Source: an optimization exercise on an open RTL-to-GDS flow (aim: small area). Production flows keep margins and buffers that such runs may drop. The RTL was checked by simulation tests, not by an equivalence proof against the original design.

== run 1 ==
==> flow/design.v <==
module pkt_framer #(
  parameter int PAYLOAD_BYTES  = 40,
  parameter int FCS_BYTES      = 4,
  parameter int TIMEOUT_CYCLES = 64
) (
  input  logic                       clk_i,
  input  logic                       rst_i,
  input  logic                       in_valid_i,
  input  logic [7:0]                 in_data_i,
  input  logic                       in_sof_i,
  output logic                       in_ready_o,
  output logic                       crc_valid_o,
  output logic [8*PAYLOAD_BYTES-1:0] crc_data_o,
  input  logic                       crc_done_i,
  input  logic [31:0]                crc_value_i,
  output logic [15:0]                stat_ok_o,
  output logic [15:0]                stat_bad_o,
  output logic [15:0]                stat_drop_o,
  output logic                       out_valid_o,
  input  logic                       out_ready_i,
  output logic [8*PAYLOAD_BYTES-1:0] out_payload_o,
  output logic                       out_crc_ok_o,
  output logic                       out_timeout_o
);
  localparam int PW = 8 * PAYLOAD_BYTES;
  localparam int FW = 8 * FCS_BYTES;
  localparam int SW = PW + FW;
  logic [SW-1:0] sr_q;           
  logic [5:0]    cnt_q;          
  logic          in_ready_q, active_q, out_valid_q;
  logic          ok_q, tmo_q, verdict;    
  logic          accept, last_byte, waiting, tmo_hit, fcs_eq;
  logic [FW-1:0] fcs;
  assign accept    = in_valid_i & in_ready_q;
  assign last_byte = active_q & ~in_sof_i & cnt_q[5] & cnt_q[3] & cnt_q[1] & cnt_q[0];
  assign waiting   = ~in_ready_q & ~active_q & ~out_valid_q;
  assign tmo_hit   = (cnt_q == 6'd44);
  assign verdict   = waiting & (crc_done_i | tmo_hit);
  assign ok_q      = cnt_q[1];
  assign tmo_q     = cnt_q[0];
  genvar j;
  generate
    for (j = 0; j < FCS_BYTES; j++) begin : g_fcs
      assign fcs[8*j +: 8] = sr_q[8*(FCS_BYTES-1-j) +: 8];
    end
  endgenerate
  assign fcs_eq = (crc_value_i == fcs);
  always_ff @(posedge clk_i or posedge rst_i) begin
    if (rst_i) begin
      in_ready_q  <= 1'b1;
      active_q    <= 1'b0;
      out_valid_q <= 1'b0;
    end else begin
      active_q    <= in_ready_q & (active_q | (in_valid_i & in_sof_i));
      if (in_ready_q) in_ready_q <= ~(in_valid_i & last_byte);
      else            in_ready_q <= out_valid_q & out_ready_i;
      if (out_valid_q) out_valid_q <= ~out_ready_i;
      else             out_valid_q <= verdict;
    end
  end
  always_ff @(posedge clk_i) begin
    if (accept) sr_q <= {sr_q[SW-9:0], in_data_i};
    if (accept & in_sof_i) cnt_q <= 6'd1;
    else if (in_ready_q ? in_valid_i : ~out_valid_q) begin
      cnt_q <= cnt_q + 6'd1;
      if (verdict) cnt_q[1:0] <= {crc_done_i & fcs_eq, ~crc_done_i};
    end
  end
  logic [15:0] stat_ok_q, stat_bad_q, stat_drop_q;
  logic        hand_off, drop_inc, ok_inc, bad_inc;
  assign hand_off = out_valid_q & out_ready_i;
  assign drop_inc = accept & ~(active_q ^ in_sof_i);
  assign ok_inc   = hand_off & ok_q;
  assign bad_inc  = hand_off & ~ok_q;
  function automatic logic [15:0] sat_inc(input logic [15:0] v, input logic en);
    logic [15:0] t;
    logic        lo_ones, go;
    lo_ones = &v[7:0];
    go      = en & ~(lo_ones & (&v[15:8]));
    t[0]    = go;
    for (int i = 0; i < 7; i++) t[i+1] = t[i] & v[i];
    t[8]    = go & lo_ones;
    for (int i = 8; i < 15; i++) t[i+1] = t[i] & v[i];
    sat_inc = v ^ t;
  endfunction
  always_ff @(posedge clk_i or posedge rst_i) begin
    if (rst_i) begin
      stat_ok_q   <= '0;
      stat_bad_q  <= '0;
      stat_drop_q <= '0;
    end else begin
      stat_drop_q <= sat_inc(stat_drop_q, drop_inc);
      stat_ok_q   <= sat_inc(stat_ok_q,   ok_inc);
      stat_bad_q  <= sat_inc(stat_bad_q,  bad_inc);
    end
  end
  assign stat_ok_o   = stat_ok_q;
  assign stat_bad_o  = stat_bad_q;
  assign stat_drop_o = stat_drop_q;
  assign in_ready_o    = in_ready_q;
  assign crc_valid_o   = ~in_ready_q & active_q;
  assign crc_data_o    = sr_q[SW-1:FW];
  assign out_valid_o   = out_valid_q;
  assign out_payload_o = sr_q[SW-1:FW];
  assign out_crc_ok_o  = ok_q;
  assign out_timeout_o = tmo_q;
endmodule
export LEC_CHECK = 0
export ABC_AREA = 0
export CAP_MARGIN = 20
export CORE_AREA = 4 4 161 161
export DIE_AREA = 0 0 165 165
export PLACE_DENSITY = 0.85
export SLEW_MARGIN = 20
create_clock -name core_clock -period 4.0 [get_ports {clk_i}]
standard.sh (not shown) runs the stock make flow with config.mk's settings and CLKGATE_MAP_FILE= SYNTH_SCRIPT=/design/flow/synth_recipe.tcl, a recipe that flattens the netlist after the stock synthesis.
==> flow/flow/run.sh <==
#!/bin/bash
# Standard ORFS layout with these changes:
# - the port buffers that global placement inserts use the smallest buffer cell;
# - pins may sit one routing track apart, so that a small die holds all 739 of them;
# - the buffers yosys/abc left are removed at floorplan instead of a pre-placement timing repair
#   (which only upsizes gates against unbuffered high-fanout nets);
# - the clock tree is built from compact sink clusters, with no dummy loads and no
#   double-spacing rule on the clock nets (it collides with the one-track pin spacing).
set -euo pipefail
bash standard.sh "BUFFER_PORTS_ARGS=-buffer_cell sky130_fd_sc_hd__buf_1" \
  "PLACE_PINS_ARGS=-min_distance 1 -min_distance_in_tracks" \
  "CTS_ARGS=-sink_clustering_enable -repair_clock_nets -sink_clustering_size 10 -sink_clustering_max_diameter 40 -buf_list sky130_fd_sc_hd__clkbuf_4 -dont_use_dummy_load -apply_ndr none" \
  REMOVE_ABC_BUFFERS=1 finish > standard_flow.log 2>&1
Per the final summary, run 1 finished and its layout is clean on timing, DRC and antenna.
The inputs of run 2 differ from those of run 1 as listed below.
--- a/flow/flow/run.sh
+++ b/flow/flow/run.sh
@@ -11,3 +11,3 @@
   "PLACE_PINS_ARGS=-min_distance 1 -min_distance_in_tracks" \
-  "CTS_ARGS=-sink_clustering_enable -repair_clock_nets -sink_clustering_size 10 -sink_clustering_max_diameter 40 -buf_list sky130_fd_sc_hd__clkbuf_4 -dont_use_dummy_load -apply_ndr none" \
+  "CTS_ARGS=-sink_clustering_enable -repair_clock_nets -sink_clustering_size 11 -sink_clustering_max_diameter 35 -buf_list sky130_fd_sc_hd__clkbuf_4 -dont_use_dummy_load -apply_ndr none" \
   REMOVE_ABC_BUFFERS=1 finish > standard_flow.log 2>&1
### Flow results
Looking at the reports, run 2 completed the entire flow and the layout it produced met the timing, design-rule and antenna checks. The worst hold slack reported for run 2 is smaller than that of run 1 by 0.033 ns. [run 2] measured slew at the worst slew-check pin fell 0.0053 ns relative to run 1. In run 2, the count of vias placed by the detailed router came out about 1.2% above the value in run 1.
Input-level comparison between run 3 and run 2:
--- a/flow/flow/run.sh
+++ b/flow/flow/run.sh
@@ -11,3 +11,3 @@
   "PLACE_PINS_ARGS=-min_distance 1 -min_distance_in_tracks" \
-  "CTS_ARGS=-sink_clustering_enable -repair_clock_nets -sink_clustering_size 11 -sink_clustering_max_diameter 35 -buf_list sky130_fd_sc_hd__clkbuf_4 -dont_use_dummy_load -apply_ndr none" \
+  "CTS_ARGS=-sink_clustering_enable -repair_clock_nets -sink_clustering_size 20 -sink_clustering_max_diameter 60 -buf_list sky130_fd_sc_hd__clkbuf_8 -dont_use_dummy_load -apply_ndr none" \
   REMOVE_ABC_BUFFERS=1 finish > standard_flow.log 2>&1
Results
- Compared to run 2, run 3 shows a wider setup margin.
- Between run 2 and run 3, clock tree buffer count of the final layout is lower for run 3, run 2 comes in above that.
- Lower fmax goes to run 2 over run 3.
- On total congestion overflow after global routing, run 2 and run 3 are basically level.
- [diff] total wirelength of the detailed-routed design, run 3 relative to run 2: improvement
Edits applied to the flow inputs when going from run 3 to run 4:
- swapping 0 0 165 165 for 0 0 155 155 in DIE_AREA
- swapping 4 4 161 161 for 4 4 151 151 in CORE_AREA
--- a/flow/flow/run.sh
+++ b/flow/flow/run.sh
@@ -11,3 +11,3 @@
   "PLACE_PINS_ARGS=-min_distance 1 -min_distance_in_tracks" \
-  "CTS_ARGS=-sink_clustering_enable -repair_clock_nets -sink_clustering_size 20 -sink_clustering_max_diameter 60 -buf_list sky130_fd_sc_hd__clkbuf_8 -dont_use_dummy_load -apply_ndr none" \
+  "CTS_ARGS=-sink_clustering_enable -repair_clock_nets -sink_clustering_size 10 -sink_clustering_max_diameter 40 -buf_list sky130_fd_sc_hd__clkbuf_4 -dont_use_dummy_load -apply_ndr none" \
   REMOVE_ABC_BUFFERS=1 finish > standard_flow.log 2>&1
--- outcome ---
From run 4 to run 3, area of the mapped netlist did not move at all. Run 4 vs run 3: cell area down. Note that the length of routed met3 wiring recorded for run 3 amounts to 0.875 times the value seen in run 4.

## static timing again, ports no longer ideal
No port has a modelled driver above. Below, the same layouts with a new extraction and two added sets of constraints. Step 1: set_driving_cell puts a clkbuf_16 on clk_i and a buf_2 on each other input, an assumption about the parent block. Step 2 moves the port delays by t, midway between the first and last clock arrival at a register: inputs arrive t later, outputs are due t later. That takes back most of the time a late clock gives input paths. Slacks: no drivers / after step 1 / after step 2; pairs: no drivers / after step 1.
run | t (ns) | slack for setup (ns) | clock arrival spread, ns
run 1 | 0.653 | 1.316 / 1.316 / 0.988 | 0.062 / 0.061
run 2 | 0.659 | 1.269 / 1.269 / 0.969 | 0.089 / 0.089
run 3 | 0.588 | 1.322 / 1.322 / 0.989 | 0.064 / 0.064
run 4 | 0.670 | 1.481 / 1.481 / 1.018 | 0.069 / 0.068
After both steps every run listed still meets setup and hold. The setup slack of run 4, which loses most, moves by 0.000 ns with the drivers and by -0.463 ns with both steps.
